This is an optimization exercise on Yosys and OpenROAD, whose aim is small area, not a production implementation. RTL that was checked went through simulation tests only; none was proved equivalent to the original. Power figures rest on the tool's default switching activity, not on a simulated workload.

==> build 60 <==
==> flow/design.v <==
package ex_pkg;
    localparam logic [3:0] ALU_ADD  = 4'd0;
    localparam logic [3:0] ALU_SUB  = 4'd1;
    localparam logic [3:0] ALU_SLL  = 4'd2;
    localparam logic [3:0] ALU_SLT  = 4'd3;
    localparam logic [3:0] ALU_SLTU = 4'd4;
    localparam logic [3:0] ALU_XOR  = 4'd5;
    localparam logic [3:0] ALU_SRL  = 4'd6;
    localparam logic [3:0] ALU_SRA  = 4'd7;
    localparam logic [3:0] ALU_OR   = 4'd8;
    localparam logic [3:0] ALU_AND  = 4'd9;
    localparam logic [5:0] MD_LAST = 6'd33;
endpackage
module muldiv_iter
(
    input  logic [2:0]  op,
    input  logic [31:0] a,
    input  logic [31:0] b,
    input  logic [5:0]  cnt,        
    input  logic [31:0] hi,
    input  logic [31:0] lo,
    output logic [32:0] x,          
    output logic [32:0] y,
    output logic        inv,
    input  logic [32:0] sum,        
    input  logic        co,
    output logic        shift,      
    output logic [31:0] hi_d,       
    output logic [31:0] lo_d        
);
    logic is_div, sgn, a_neg, b_neg, mul_a_sgn, mul_b_sgn;
    logic first, step1, last_step, final_c;
    logic [32:0] y_raw;
    always_comb begin
        first     = (cnt == 6'd0);
        step1     = (cnt == 6'd1);
        last_step = (cnt == 6'd32);
        final_c   = (cnt == ex_pkg::MD_LAST);
        shift     = ~first & ~final_c;
        is_div    = op[2];
        sgn       = ~op[0];
        a_neg     = sgn & a[31];
        b_neg     = sgn & b[31];
        mul_a_sgn = op[1] ^ op[0];            
        mul_b_sgn = ~op[1] & op[0];           
        x     = 33'd0;
        y_raw = 33'd0;
        inv   = 1'b0;
        if (first) begin
            y_raw = is_div ? {1'b0, a} : {1'b0, b};
            inv   = is_div & a_neg;
        end else if (final_c) begin
            if (is_div) begin
                y_raw = op[1] ? {1'b0, hi} : {1'b0, lo};
                inv   = op[1] ? a_neg : (sgn & (a[31] ^ b[31]) & ~(&lo));
            end else begin
                y_raw = (op == 3'd0) ? {1'b0, lo} : {1'b0, hi};
            end
        end else if (is_div) begin
            x     = step1 ? {32'd0, lo[31]} : {hi, lo[31]};
            y_raw = {b_neg, b};
            inv   = ~b_neg;
        end else begin
            x     = step1 ? 33'd0 : {mul_a_sgn & hi[31], hi};
            y_raw = lo[0] ? {mul_a_sgn & a[31], a} : 33'd0;
            inv   = last_step & mul_b_sgn & lo[0];
        end
        y = y_raw ^ {33{inv}};
        if (is_div) begin
            hi_d = co ? sum[31:0] : x[31:0];
            lo_d = {lo[30:0], co};
        end else begin
            hi_d = sum[32:1];
            lo_d = {sum[0], lo[31:1]};
        end
    end
endmodule
module ex_add #(
    parameter int W = 33
) (
    input  logic [W-1:0] a,
    input  logic [W-1:0] b,
    input  logic         ci,
    output logic [W-1:0] s,
    output logic         co,
    output logic [W-1:0] p,
    output logic [W-1:0] g
);
    logic [W-1:0] gg, pp;
    logic [W:0]   c;
    always_comb begin
        p  = a ^ b;
        g  = a & b;
        gg = g;
        pp = p;
        gg[0] = g[0] | (p[0] & ci);
        for (int l = 1; l < W; l = l * 2)
            for (int j = 2 * l - 1; j < W; j = j + 2 * l) begin
                gg[j] = gg[j] | (pp[j] & gg[j-l]);
                pp[j] = pp[j] & pp[j-l];
            end
        for (int l = W / 2; l >= 1; l = l / 2)
            for (int j = 3 * l - 1; j < W; j = j + 2 * l) begin
                gg[j] = gg[j] | (pp[j] & gg[j-l]);
                pp[j] = pp[j] & pp[j-l];
            end
        c  = {gg, ci};
        s  = p ^ c[W-1:0];
        co = c[W];
    end
endmodule
module ex_inc #(
    parameter int W = 30
) (
    input  logic [W-1:0] a,
    output logic [W-1:0] s
);
    logic [W:0] c;
    always_comb begin
        c[0] = 1'b1;
        for (int i = 0; i < W; i++) begin
            s[i]   = a[i] ^ c[i];
            c[i+1] = a[i] & c[i];
        end
    end
endmodule
module ex_cmp (
    input  logic [31:0] a,
    input  logic [31:0] b,
    input  logic        sgn,
    output logic        lt,
    output logic        eq
);
    logic [31:0] l, e;
    always_comb begin
        for (int i = 0; i < 32; i++) begin
            l[i] = ~a[i] & b[i];
            e[i] = ~(a[i] ^ b[i]);
        end
        l[31] = sgn ? (a[31] & ~b[31]) : (~a[31] & b[31]);
        for (int w = 1; w < 32; w = w * 2)
            for (int j = 0; j < 32; j = j + 2 * w) begin
                l[j] = l[j+w] | (e[j+w] & l[j]);
                e[j] = e[j+w] & e[j];
            end
        lt = l[0];
        eq = e[0];
    end
endmodule
module ex_stage
(
    input  logic        clock,
    input  logic        reset,
    input  logic [31:0] d1_in,
    input  logic [31:0] d2_in,
    input  logic [4:0]  rd_in,
    input  logic [31:0] imm_in,
    input  logic [31:0] ctrl_in,
    input  logic [31:0] pc_in,
    output logic        branch,
    output logic [31:0] branch_target,
    output logic        stall,
    output logic [31:0] result_out,
    output logic [31:0] store_data_out,
    output logic [4:0]  rd_out,
    output logic        mem_read_out,
    output logic        mem_write_out,
    output logic        reg_write_out,
    output logic [2:0]  mem_size_out
);
    logic [3:0]  alu_op;
    logic [2:0]  funct3;
    logic        use_imm, br, jal, jalr, lui, auipc, mem_read, mem_write, reg_write;
    logic        muldiv, valid;
    assign alu_op    = ctrl_in[3:0];
    assign funct3    = ctrl_in[6:4];
    assign use_imm   = ctrl_in[7];
    assign br        = ctrl_in[8];
    assign jal       = ctrl_in[9];
    assign jalr      = ctrl_in[10];
    assign lui       = ctrl_in[11];
    assign auipc     = ctrl_in[12];
    assign mem_read  = ctrl_in[13];
    assign mem_write = ctrl_in[14];
    assign reg_write = ctrl_in[15];
    assign muldiv    = ctrl_in[16];
    assign valid     = ctrl_in[31];
    logic [5:0]  cnt_q;
    logic [31:0] res_q, st_q;
    logic [31:0] op_b;
    logic        sub, lt_sgn;
    logic [32:0] ax, ay, sum, p, g;
    logic        ainv, co;
    logic [32:0] md_x, md_y;
    logic        md_inv, md_shift;
    logic [31:0] md_hi_d, md_lo_d;
    assign op_b   = use_imm ? imm_in : d2_in;
    assign sub    = (alu_op == ex_pkg::ALU_SUB) | (alu_op == ex_pkg::ALU_SLT)
                  | (alu_op == ex_pkg::ALU_SLTU);
    assign lt_sgn = (alu_op == ex_pkg::ALU_SLT);
    always_comb begin
        if (muldiv) begin
            ax   = md_x;
            ay   = md_y;
            ainv = md_inv;
        end else begin
            ax   = lui ? 33'd0 : {lt_sgn & d1_in[31], d1_in};
            ay   = {lt_sgn & op_b[31], op_b} ^ {33{sub}};
            ainv = sub;
        end
    end
    ex_add #(.W(33)) u_add (.a(ax), .b(ay), .ci(ainv), .s(sum), .co(co), .p(p), .g(g));
    muldiv_iter u_muldiv (
        .op    (funct3),
        .a     (d1_in),
        .b     (d2_in),
        .cnt   (cnt_q),
        .hi    (st_q),
        .lo    (res_q),
        .x     (md_x),
        .y     (md_y),
        .inv   (md_inv),
        .sum   (sum),
        .co    (co),
        .shift (md_shift),
        .hi_d  (md_hi_d),
        .lo_d  (md_lo_d)
    );
    logic        shl;
    logic [31:0] sh_in, sh_r, sh_out;
    assign shl = (alu_op == ex_pkg::ALU_SLL);
    always_comb begin
        for (int i = 0; i < 32; i++) sh_in[i] = shl ? d1_in[31-i] : d1_in[i];
        sh_r = 32'($signed({(alu_op == ex_pkg::ALU_SRA) & d1_in[31], sh_in}) >>> op_b[4:0]);
        for (int i = 0; i < 32; i++) sh_out[i] = shl ? sh_r[31-i] : sh_r[i];
    end
    logic        lt;
    logic [31:0] alu_c;
    assign lt = sum[32];
    always_comb begin
        case (alu_op)
            ex_pkg::ALU_ADD, ex_pkg::ALU_SUB:  alu_c = sum[31:0];
            ex_pkg::ALU_SLT, ex_pkg::ALU_SLTU: alu_c = {31'd0, lt};
            ex_pkg::ALU_XOR:                   alu_c = p[31:0];
            ex_pkg::ALU_OR:                    alu_c = p[31:0] | g[31:0];
            ex_pkg::ALU_AND:                   alu_c = g[31:0];
            default:                           alu_c = sh_out;
        endcase
    end
    logic        cond, lt_br, eq_br;
    logic [31:0] tgt;
    logic [29:0] pc4_hi;
    logic        tgt_co_unused;
    logic [31:0] tgt_p_unused, tgt_g_unused;
    ex_add #(.W(32)) u_tgt_add (.a(jalr ? d1_in : pc_in), .b(imm_in), .ci(1'b0), .s(tgt),
                                .co(tgt_co_unused), .p(tgt_p_unused), .g(tgt_g_unused));
    ex_inc #(.W(30)) u_pc4 (.a(pc_in[31:2]), .s(pc4_hi));
    ex_cmp u_cmp (.a(d1_in), .b(d2_in), .sgn(~funct3[1]), .lt(lt_br), .eq(eq_br));
    assign cond   = funct3[2] ? (lt_br ^ funct3[0]) : (~funct3[1] & (eq_br ^ funct3[0]));
    assign branch = valid & (jal | jalr | (br & cond));
    assign branch_target = {tgt[31:1], tgt[0] & ~jalr};
    logic [31:0] result_c;
    always_comb begin
        if (jal | jalr)  result_c = {pc4_hi, pc_in[1:0]};
        else if (auipc)  result_c = tgt;
        else             result_c = alu_c;    
    end
    logic [4:0] rd_q;
    logic [2:0] sz_q;
    logic       mr_q, mw_q, rw_q;
    assign stall = valid & muldiv & (cnt_q != ex_pkg::MD_LAST);
    always_ff @(posedge clock) begin
        if (reset) begin
            cnt_q <= 6'd0;
            mr_q  <= 1'b0;
            mw_q  <= 1'b0;
            rw_q  <= 1'b0;
        end else begin
            cnt_q <= stall ? cnt_q + 6'd1 : 6'd0;
            mr_q  <= ~stall & valid & mem_read;
            mw_q  <= ~stall & valid & mem_write;
            rw_q  <= ~stall & valid & reg_write;
        end
    end
    always_ff @(posedge clock) begin
        res_q <= (stall & md_shift) ? md_lo_d : result_c;
        st_q  <= stall ? md_hi_d : d2_in;
        rd_q  <= rd_in;
        sz_q  <= funct3;
    end
    assign result_out     = res_q;
    assign store_data_out = st_q;
    assign rd_out         = rd_q;
    assign mem_read_out   = mr_q;
    assign mem_write_out  = mw_q;
    assign reg_write_out  = rw_q;
    assign mem_size_out   = sz_q;
endmodule
==> flow/flow/run.sh <==
#!/bin/bash
# The standard layout, with the smallest buffer (buf_1) on every port
# instead of the default delay buffer; repair upsizes it where needed.
set -euo pipefail
bash standard.sh "BUFFER_PORTS_ARGS=-buffer_cell sky130_fd_sc_hd__buf_1" finish > make_finish.log 2>&1
==> flow/standard.sh <==
#!/bin/bash
# synth_recipe.tcl (not shown) runs the flow's synth.tcl, then flattens the netlist and writes it again
# the make line also repeats each setting of config.mk as NAME=value (left out here)
make -C /OpenROAD-flow-scripts/flow DESIGN_CONFIG=/design/flow/config.mk WORK_HOME=/design/flow/orfs CLKGATE_MAP_FILE= SYNTH_SCRIPT=/design/flow/synth_recipe.tcl "${@:-finish}"
==> flow/config.mk <==
export PLATFORM = sky130hd
export DESIGN_NAME = ex_stage
export DESIGN_NICKNAME = ex_stage
export VERILOG_FILES = /design/flow/design.v
export SDC_FILE = /design/flow/constraint.sdc
export NUM_CORES = 4
export LEC_CHECK = 0
export CAP_MARGIN = 20
export CORE_MARGIN = 2
export CORE_UTILIZATION = 40
export SLEW_MARGIN = 20
==> flow/constraint.sdc <==
create_clock -name core_clock -period 7.0 [get_ports {clock}]
set_input_delay 1.4000 -clock core_clock [delete_from_list [all_inputs] [get_ports {clock}]]
set_output_delay 1.4000 -clock core_clock [all_outputs]
set_load 0.01 [all_outputs]
==> inputs of trial 97, as changes to build 60 <==
==> flow/design.v, changed modules only <==
module muldiv_iter
(
    input  logic [2:0]  op,
    input  logic [31:0] a,
    input  logic [31:0] b,
    input  logic [5:0]  cnt,        
    input  logic [31:0] hi,
    input  logic [31:0] lo,
    output logic        xs_hi,
    output logic        xs_hish,
    output logic        xs_lo31,
    output logic        x_top,
    output logic        ys_a,
    output logic        ys_b,
    output logic        ys_hi,
    output logic        ys_lo,
    output logic        y_top,
    output logic        inv,
    input  logic [32:0] sum,        
    input  logic        co,
    input  logic [31:0] x_low,      
    output logic        shift,      
    output logic [31:0] hi_d,       
    output logic [31:0] lo_d        
);
    logic is_div, sgn, a_neg, b_neg, mul_a_sgn, mul_b_sgn;
    logic first, step1, last_step, final_c, step;
    always_comb begin
        first     = (cnt == 6'd0);
        step1     = (cnt == 6'd1);
        last_step = (cnt == 6'd32);
        final_c   = (cnt == ex_pkg::MD_LAST);
        step      = ~first & ~final_c;
        shift     = step;
        is_div    = op[2];
        sgn       = ~op[0];
        a_neg     = sgn & a[31];
        b_neg     = sgn & b[31];
        mul_a_sgn = op[1] ^ op[0];            
        mul_b_sgn = ~op[1] & op[0];           
        xs_hi   = step & ~is_div & ~step1;
        xs_hish = step & is_div & ~step1;
        xs_lo31 = step & is_div;
        x_top   = xs_hish ? hi[31] : (xs_hi & mul_a_sgn & hi[31]);
        ys_a  = (first & is_div) | (step & ~is_div & lo[0]);
        ys_b  = (first & ~is_div) | (step & is_div);
        ys_hi = final_c & (is_div ? op[1] : (op[1:0] != 2'd0));
        ys_lo = final_c & ~(is_div ? op[1] : (op[1:0] != 2'd0));
        y_top = step & (is_div ? b_neg : (lo[0] & mul_a_sgn & a[31]));
        if (first)
            inv = is_div & a_neg;
        else if (final_c)
            inv = is_div & (op[1] ? a_neg : (sgn & (a[31] ^ b[31]) & ~(&lo)));
        else if (is_div)
            inv = ~b_neg;
        else
            inv = last_step & mul_b_sgn & lo[0];
        if (is_div) begin
            hi_d = co ? sum[31:0] : x_low;
            lo_d = {lo[30:0], co};
        end else begin
            hi_d = sum[32:1];
            lo_d = {sum[0], lo[31:1]};
        end
    end
endmodule
module ex_stage
(
    input  logic        clock,
    input  logic        reset,
    input  logic [31:0] d1_in,
    input  logic [31:0] d2_in,
    input  logic [4:0]  rd_in,
    input  logic [31:0] imm_in,
    input  logic [31:0] ctrl_in,
    input  logic [31:0] pc_in,
    output logic        branch,
    output logic [31:0] branch_target,
    output logic        stall,
    output logic [31:0] result_out,
    output logic [31:0] store_data_out,
    output logic [4:0]  rd_out,
    output logic        mem_read_out,
    output logic        mem_write_out,
    output logic        reg_write_out,
    output logic [2:0]  mem_size_out
);
    logic [3:0]  alu_op;
    logic [2:0]  funct3;
    logic        use_imm, br, jal, jalr, lui, auipc, mem_read, mem_write, reg_write;
    logic        muldiv, valid;
    assign alu_op    = ctrl_in[3:0];
    assign funct3    = ctrl_in[6:4];
    assign use_imm   = ctrl_in[7];
    assign br        = ctrl_in[8];
    assign jal       = ctrl_in[9];
    assign jalr      = ctrl_in[10];
    assign lui       = ctrl_in[11];
    assign auipc     = ctrl_in[12];
    assign mem_read  = ctrl_in[13];
    assign mem_write = ctrl_in[14];
    assign reg_write = ctrl_in[15];
    assign muldiv    = ctrl_in[16];
    assign valid     = ctrl_in[31];
    logic [5:0]  cnt_q;
    logic [31:0] res_q, st_q;
    logic [31:0] op_b;
    logic        sub, lt_sgn, alu_mode, pc_link, y_alu;
    logic [32:0] ax, ay, sum, p, g;
    logic        ainv, co;
    logic        xs_hi, xs_hish, xs_lo31, x_top, ys_a, ys_b, ys_hi, ys_lo, y_top, md_inv;
    logic        md_shift;
    logic [31:0] md_hi_d, md_lo_d;
    assign op_b     = use_imm ? imm_in : d2_in;
    assign sub      = (alu_op == ex_pkg::ALU_SUB) | (alu_op == ex_pkg::ALU_SLT)
                    | (alu_op == ex_pkg::ALU_SLTU);
    assign lt_sgn   = (alu_op == ex_pkg::ALU_SLT);
    assign alu_mode = ~muldiv & ~lui & ~jal & ~jalr;
    assign pc_link  = ~muldiv & (jal | jalr);      
    assign y_alu    = ~muldiv & ~jal & ~jalr;      
    always_comb begin
        for (int i = 0; i < 32; i++) begin
            ax[i] = (alu_mode & d1_in[i]) | (pc_link & pc_in[i]) | (muldiv & xs_hi & st_q[i])
                  | (muldiv & xs_hish & (i == 0 ? res_q[31] & xs_lo31 : st_q[i > 0 ? i-1 : 0]));
            ay[i] = (y_alu & use_imm & imm_in[i]) | (((y_alu & ~use_imm) | (muldiv & ys_b)) & d2_in[i])
                  | (muldiv & ys_a & d1_in[i]) | (muldiv & ys_hi & st_q[i]) | (muldiv & ys_lo & res_q[i])
                  | ((i == 2) & pc_link);
        end
        ax[0]  = (alu_mode & d1_in[0]) | (pc_link & pc_in[0]) | (muldiv & xs_hi & st_q[0])
               | (muldiv & xs_lo31 & res_q[31]);
        ax[32] = muldiv ? x_top : (alu_mode & lt_sgn & d1_in[31]);
        ay[32] = muldiv ? y_top : (alu_mode & lt_sgn & op_b[31]);
        ainv   = muldiv ? md_inv : (alu_mode & sub);
    end
    ex_add #(.W(33)) u_add (.a(ax), .b(ay ^ {33{ainv}}), .ci(ainv), .s(sum), .co(co), .p(p), .g(g));
    muldiv_iter u_muldiv (
        .op      (funct3),
        .a       (d1_in),
        .b       (d2_in),
        .cnt     (cnt_q),
        .hi      (st_q),
        .lo      (res_q),
        .xs_hi   (xs_hi),
        .xs_hish (xs_hish),
        .xs_lo31 (xs_lo31),
        .x_top   (x_top),
        .ys_a    (ys_a),
        .ys_b    (ys_b),
        .ys_hi   (ys_hi),
        .ys_lo   (ys_lo),
        .y_top   (y_top),
        .inv     (md_inv),
        .sum     (sum),
        .co      (co),
        .x_low   (ax[31:0]),
        .shift   (md_shift),
        .hi_d    (md_hi_d),
        .lo_d    (md_lo_d)
    );
    logic        shl;
    logic [31:0] sh_in, sh_r, sh_out;
    assign shl = (alu_op == ex_pkg::ALU_SLL);
    always_comb begin
        for (int i = 0; i < 32; i++) sh_in[i] = shl ? d1_in[31-i] : d1_in[i];
        sh_r = 32'($signed({(alu_op == ex_pkg::ALU_SRA) & d1_in[31], sh_in}) >>> op_b[4:0]);
        for (int i = 0; i < 32; i++) sh_out[i] = shl ? sh_r[31-i] : sh_r[i];
    end
    logic        lt;
    logic [31:0] alu_c;
    assign lt = sum[32];
    always_comb begin
        case (alu_op)
            ex_pkg::ALU_ADD, ex_pkg::ALU_SUB:  alu_c = sum[31:0];
            ex_pkg::ALU_SLT, ex_pkg::ALU_SLTU: alu_c = {31'd0, lt};
            ex_pkg::ALU_XOR:                   alu_c = p[31:0];
            ex_pkg::ALU_OR:                    alu_c = p[31:0] | g[31:0];
            ex_pkg::ALU_AND:                   alu_c = g[31:0];
            default:                           alu_c = sh_out;
        endcase
    end
    logic        cond, lt_br, eq_br;
    logic [31:0] tgt;
    logic        tgt_co_unused;
    logic [31:0] tgt_p_unused, tgt_g_unused;
    ex_add #(.W(32)) u_tgt_add (.a(jalr ? d1_in : pc_in), .b(imm_in), .ci(1'b0), .s(tgt),
                                .co(tgt_co_unused), .p(tgt_p_unused), .g(tgt_g_unused));
    ex_cmp u_cmp (.a(d1_in), .b(d2_in), .sgn(~funct3[1]), .lt(lt_br), .eq(eq_br));
    assign cond   = funct3[2] ? (lt_br ^ funct3[0]) : (~funct3[1] & (eq_br ^ funct3[0]));
    assign branch = valid & (jal | jalr | (br & cond));
    assign branch_target = {tgt[31:1], tgt[0] & ~jalr};
    logic [31:0] result_c;
    always_comb begin
        if (auipc) result_c = tgt;
        else       result_c = alu_c;    
    end
    logic [4:0] rd_q;
    logic [2:0] sz_q;
    logic       mr_q, mw_q, rw_q;
    assign stall = valid & muldiv & (cnt_q != ex_pkg::MD_LAST);
    always_ff @(posedge clock) begin
        if (reset) begin
            cnt_q <= 6'd0;
            mr_q  <= 1'b0;
            mw_q  <= 1'b0;
            rw_q  <= 1'b0;
        end else begin
            cnt_q <= stall ? cnt_q + 6'd1 : 6'd0;
            mr_q  <= ~stall & valid & mem_read;
            mw_q  <= ~stall & valid & mem_write;
            rw_q  <= ~stall & valid & reg_write;
        end
    end
    always_ff @(posedge clock) begin
        res_q <= (stall & md_shift) ? md_lo_d : result_c;
        st_q  <= stall ? md_hi_d : d2_in;
        rd_q  <= rd_in;
        sz_q  <= funct3;
    end
    assign result_out     = res_q;
    assign store_data_out = st_q;
    assign rd_out         = rd_q;
    assign mem_read_out   = mr_q;
    assign mem_write_out  = mw_q;
    assign reg_write_out  = rw_q;
    assign mem_size_out   = sz_q;
endmodule
// module ex_inc removed
- SYNTH_HIERARCHICAL: default -> 1
==> out/metrics.yaml <==
cells_and_area:
  clkCellAreaFrac_pct: 1.41
detailed_routing:
  route.met3.wl_um: 8320
sta:
  setup_violations: 4
  fin_ws_ns: -0.0264
status:
  status: "finished with violations"
  violations: "negative setup slack"
clocking:
  path_clk_slew_ns: 0.08
The numbers above come from build 60.

==> out/metrics.yaml <==
status:
  status: "complete, no violations"
detailed_routing:
  route.met3.wl_um: 5860
synth:
  syn_avg_cell_area_um2: 7.78
cells_and_area:
  multiInputGateArea_mm2: 0.0114
  clkCellAreaFrac_pct: 1.73
power:
  seqPwrFrac_pct: 24.0
floorplanning:
  rows: 68
clocking:
  clockBufferDepth: 2
The numbers above come from trial 97.

Function not checked in build 60: the RTL went through the layout flow alone.

## static timing again, ports no longer ideal
The results above use ideal ports. As a check the final layouts listed here were re-extracted and re-timed, cells and wires unchanged. Step 1 sets driving cells, clkbuf_16 on the clock port and buf_2 on the other inputs (assumed; they add their load-dependent delay and slew). Step 2, shift: input delay + t, output delay - t, t = (earliest + latest rising clock arrival at the registers) / 2. This alone moves slack from input paths to output paths. Slacks: no drivers / after step 1 / after step 2; pairs: no drivers / after step 1.
run | shift t [ns] | setup WS [ns] | slew at the worst register clock pin (ns)
build 60 | 0.444 | -0.026 / -0.011 / -0.455 | 0.09 / 0.09
trial 97 | 0.412 | 0.474 / 0.495 / 0.083 | 0.08 / 0.08
The setup slack of build 60, which loses most, moves by +0.015 ns with the drivers and by -0.429 ns with both steps.
